Background: an optimization exercise with open tools, aiming at small area. Do not read the settings as production practice. Function was checked by simulation only, so behaviour that the tests miss may differ from the original. No activity file was given, so power comes from the tool's default toggle rates. The flow treats the clock pin as an ideal source, which a real chip does not have.

## freq_div_multi
module freq_div_multi
#(
    parameter int unsigned CHANNELS   = 4,
    parameter int unsigned CNT_W      = freq_div_pkg::CNT_W_DEF,
    parameter int unsigned DEF_PERIOD = 2,
    parameter int unsigned DEF_HIGH   = 1
) (
    input  logic                      i_clk,
    input  logic                      i_rst_n,
    input  logic [CHANNELS-1:0]       i_enable,
    input  logic [CHANNELS-1:0]       i_load,
    input  logic [CHANNELS*CNT_W-1:0] i_period,
    input  logic [CHANNELS*CNT_W-1:0] i_high,
    input  logic                      i_sync,
    output logic [CHANNELS-1:0]       o_clk,
    output logic [CHANNELS-1:0]       o_tick,
    output logic [CHANNELS-1:0]       o_pending
);
export LEC_CHECK = 0
export CAP_MARGIN = 20
export CORE_MARGIN = 2
export CORE_UTILIZATION = 60
export SLEW_MARGIN = 20
create_clock -name core_clock -period 7.0 [get_ports {i_clk}]
standard.sh (not shown) runs the stock make flow with config.mk's settings and CLKGATE_MAP_FILE= SYNTH_SCRIPT=/design/flow/synth_recipe.tcl, a recipe that flattens the netlist after the stock synthesis.
==> flow/flow/run.sh <==
#!/bin/bash
# Layout flow: the standard ORFS flow, with two changes to how the
# layout is built:
#  - port buffers use the smallest buffer cell (every port is still buffered);
#  - clock tree synthesis uses clkbuf_8 leaf clusters of at most 20 sinks
#    and adds no dummy loads.
# Each tool's full output goes to a log file in the work folder.
set -euo pipefail
export BUFFER_PORTS_ARGS="-buffer_cell sky130_fd_sc_hd__buf_1"
export CTS_ARGS="-sink_clustering_enable -repair_clock_nets -dont_use_dummy_load -buf_list sky130_fd_sc_hd__clkbuf_8 -sink_clustering_size 20 -sink_clustering_max_diameter 60"
bash standard.sh synth > synth.log 2>&1
bash standard.sh finish > layout.log 2>&1
The baseline went through all stages and came out clean.
Next try:
==> flow/flow/run.sh (replaced) <==
#!/bin/bash
# Layout flow: the standard ORFS flow, with two changes to how the
# layout is built:
#  - port buffers use the smallest buffer cell (every port is still buffered);
#  - clock tree synthesis uses clkbuf_16 leaf clusters of at most 30 sinks
#    and adds no dummy loads.
# Each tool's full output goes to a log file in the work folder.
set -euo pipefail
export BUFFER_PORTS_ARGS="-buffer_cell sky130_fd_sc_hd__buf_1"
export CTS_ARGS="-sink_clustering_enable -repair_clock_nets -dont_use_dummy_load -buf_list sky130_fd_sc_hd__clkbuf_16 -sink_clustering_size 30 -sink_clustering_max_diameter 100"
bash standard.sh synth > synth.log 2>&1
bash standard.sh finish > layout.log 2>&1
The new run produced a clean layout.
Sequential power is about the same.
Routed wire length came out lower by about 1.3%.
Global-route usage went down by 0.52 points.
Total power went up by about 1.1%.
Core utilization climbs by 0.11 points.

* * *

The RTL this note starts from:
==> flow/design.v <==
package freq_div_pkg;
    localparam int unsigned CNT_W_DEF  = 32;
    localparam int unsigned MAX_CNT_W  = 64;
    localparam int unsigned MIN_PERIOD = 2;
    typedef logic [MAX_CNT_W-1:0] cnt_max_t;
    typedef enum logic [1:0] {
        CH_OFF  = 2'd0,
        CH_RUN  = 2'd1,
        CH_PEND = 2'd2
    } ch_state_e;
    function automatic logic [MAX_CNT_W-1:0] clamp_period(input logic [MAX_CNT_W-1:0] period);
        if (period < MAX_CNT_W'(MIN_PERIOD)) begin
            clamp_period = MAX_CNT_W'(MIN_PERIOD);
        end else begin
            clamp_period = period;
        end
    endfunction
endpackage
module freq_div_channel
#(
    parameter int unsigned CNT_W      = freq_div_pkg::CNT_W_DEF,
    parameter int unsigned DEF_PERIOD = 2,
    parameter int unsigned DEF_HIGH   = 1
) (
    input  logic             i_clk,
    input  logic             i_rst_n,
    input  logic             i_enable,
    input  logic             i_load,
    input  logic             i_sync,
    input  logic [CNT_W-1:0] i_period,
    input  logic [CNT_W-1:0] i_high,
    output logic             o_clk,
    output logic             o_tick,
    output logic             o_pending
);
    logic             run_q;       
    logic             pend_q;      
    logic             use_stg_q;   
    logic             clk_q, clk_d;
    logic             tick_q;
    logic [CNT_W-1:0] cnt_q;
    logic [CNT_W-1:0] act_per_q;
    logic [CNT_W-1:0] act_high_q;
    logic             act_hz_q;    
    logic [CNT_W-1:0] stg_per_q;
    logic [CNT_W-1:0] stg_high_q;
    logic             stg_hz_q;    
    logic             stg_h1_q;    
    logic [CNT_W-1:0] cnt_inc;
    logic [CNT_W-1:0] per_eff;
    logic             in_hz, in_h1;
    logic             wrap;
    logic             bnd;
    logic             apply;
    logic             new_hz;
    always_comb begin
        cnt_inc = cnt_q + CNT_W'(1);
        per_eff = CNT_W'(freq_div_pkg::clamp_period(freq_div_pkg::MAX_CNT_W'(act_per_q)));
        wrap    = (cnt_inc == per_eff);
        bnd     = !run_q || wrap || i_sync;
        apply   = !i_enable || bnd;
        in_hz   = (i_high == CNT_W'(0));
        in_h1   = (i_high == CNT_W'(1));
        if (i_load && apply)
            new_hz = in_hz;
        else if (pend_q || use_stg_q)
            new_hz = stg_hz_q;
        else
            new_hz = act_hz_q;
        if (!i_enable)
            clk_d = 1'b0;
        else if (bnd)
            clk_d = !new_hz;
        else if (use_stg_q)
            clk_d = clk_q && !stg_h1_q;           
        else
            clk_d = clk_q && (cnt_inc != act_high_q);
    end
    always_ff @(posedge i_clk or negedge i_rst_n) begin
        if (!i_rst_n) begin
            run_q      <= 1'b0;
            pend_q     <= 1'b0;
            use_stg_q  <= 1'b0;
            clk_q      <= 1'b0;
            tick_q     <= 1'b0;
            act_per_q  <= CNT_W'(DEF_PERIOD);
            act_high_q <= CNT_W'(DEF_HIGH);
            act_hz_q   <= (DEF_HIGH == 0);
        end else begin
            run_q     <= i_enable;
            pend_q    <= i_enable && !bnd && (i_load || pend_q);
            use_stg_q <= apply && (i_load || pend_q);
            clk_q     <= clk_d;
            tick_q    <= i_enable && bnd;
            if (use_stg_q) begin
                act_per_q  <= stg_per_q;
                act_high_q <= stg_high_q;
                act_hz_q   <= stg_hz_q;
            end
        end
    end
    always_ff @(posedge i_clk) begin
        cnt_q <= bnd ? '0 : cnt_inc;
        if (i_load) begin
            stg_per_q  <= i_period;
            stg_high_q <= i_high;
            stg_hz_q   <= in_hz;
            stg_h1_q   <= in_h1;
        end
    end
    assign o_clk     = clk_q;
    assign o_tick    = tick_q;
    assign o_pending = pend_q;
endmodule
module freq_div_multi
#(
    parameter int unsigned CHANNELS   = 4,
    parameter int unsigned CNT_W      = freq_div_pkg::CNT_W_DEF,
    parameter int unsigned DEF_PERIOD = 2,
    parameter int unsigned DEF_HIGH   = 1
) (
    input  logic                      i_clk,
    input  logic                      i_rst_n,
    input  logic [CHANNELS-1:0]       i_enable,
    input  logic [CHANNELS-1:0]       i_load,
    input  logic [CHANNELS*CNT_W-1:0] i_period,
    input  logic [CHANNELS*CNT_W-1:0] i_high,
    input  logic                      i_sync,
    output logic [CHANNELS-1:0]       o_clk,
    output logic [CHANNELS-1:0]       o_tick,
    output logic [CHANNELS-1:0]       o_pending
);
    logic sync_w;
    assign sync_w = i_sync;
    for (genvar c = 0; c < CHANNELS; c++) begin : g_ch
        freq_div_channel #(
            .CNT_W      (CNT_W),
            .DEF_PERIOD (DEF_PERIOD),
            .DEF_HIGH   (DEF_HIGH)
        ) u_ch (
            .i_clk     (i_clk),
            .i_rst_n   (i_rst_n),
            .i_enable  (i_enable[c]),
            .i_load    (i_load[c]),
            .i_sync    (sync_w),
            .i_period  (i_period[c*CNT_W +: CNT_W]),
            .i_high    (i_high[c*CNT_W +: CNT_W]),
            .o_clk     (o_clk[c]),
            .o_tick    (o_tick[c]),
            .o_pending (o_pending[c])
        );
    end
endmodule
==> flow/config.mk <==
export PLATFORM = sky130hd
export DESIGN_NAME = freq_div_multi
export DESIGN_NICKNAME = freq_div_multi
export VERILOG_FILES = /design/flow/design.v
export SDC_FILE = /design/flow/constraint.sdc
export NUM_CORES = 4
export LEC_CHECK = 0
export CAP_MARGIN = 20
export CORE_MARGIN = 2
export CORE_UTILIZATION = 40
export SLEW_MARGIN = 20
==> flow/constraint.sdc <==
create_clock -name core_clock -period 7.0 [get_ports {i_clk}]
set_input_delay 1.4000 -clock core_clock [delete_from_list [all_inputs] [get_ports {i_clk}]]
set_output_delay 1.4000 -clock core_clock [all_outputs]
set_load 0.01 [all_outputs]
==> flow/flow/run.sh <==
#!/bin/bash
# Layout flow: the standard ORFS flow, with two changes to how the
# layout is built:
#  - port buffers use the smallest buffer cell (every port is still buffered);
#  - clock tree synthesis does not add dummy loads.
# Each tool's full output goes to a log file in the work folder.
set -euo pipefail
export BUFFER_PORTS_ARGS="-buffer_cell sky130_fd_sc_hd__buf_1"
export CTS_ARGS="-sink_clustering_enable -repair_clock_nets -dont_use_dummy_load"
bash standard.sh synth > synth.log 2>&1
bash standard.sh finish > layout.log 2>&1
The first run finished with timing, DRC and antenna clean.
Change:
==> flow/run.sh (new file) <==
#!/bin/bash
# synth_recipe.tcl (not shown) runs the flow's synth.tcl, then flattens the netlist and writes it again
# the make line also repeats each setting of config.mk as NAME=value (left out here)
make -C /OpenROAD-flow-scripts/flow DESIGN_CONFIG=/design/flow/config.mk WORK_HOME=/design/flow/orfs CLKGATE_MAP_FILE= SYNTH_SCRIPT=/design/flow/synth_recipe.tcl finish
removed: flow/flow/run.sh
removed: flow/standard.sh
Effect: The changed run went through all stages and came out clean. Fmax went up by 1.7%. Final area grows by 7.3%. Cell count is higher by 1.9%.

[static timing again, ports no longer ideal]
The results above use ideal ports. As a check the final layouts listed here were re-extracted and re-timed, cells and wires unchanged.
Step 1, drivers: a clkbuf_16 drives i_clk and a buf_2 each remaining input, both assumed.
Step 2 also shifts input and output timing later by t, the mid clock arrival at the registers, as if the neighbouring blocks saw the same clock.
a / b / c = ideal / step 1 / step 2; a / b = the first two.
run | t, ns | slack for setup (ns) | worst setup path after step 2
the first run of note 1 | 0.669 | 0.761 / 0.761 / 0.761 | register to register
the second run of note 1 | 0.629 | 0.756 / 0.756 / 0.756 | register to register
the first run of note 2 | 0.658 | 2.175 / 2.175 / 2.175 | register to register
the second run of note 2 | 0.683 | 2.257 / 2.257 / 2.257 | register to register
After both steps setup and hold are still met in every run listed.
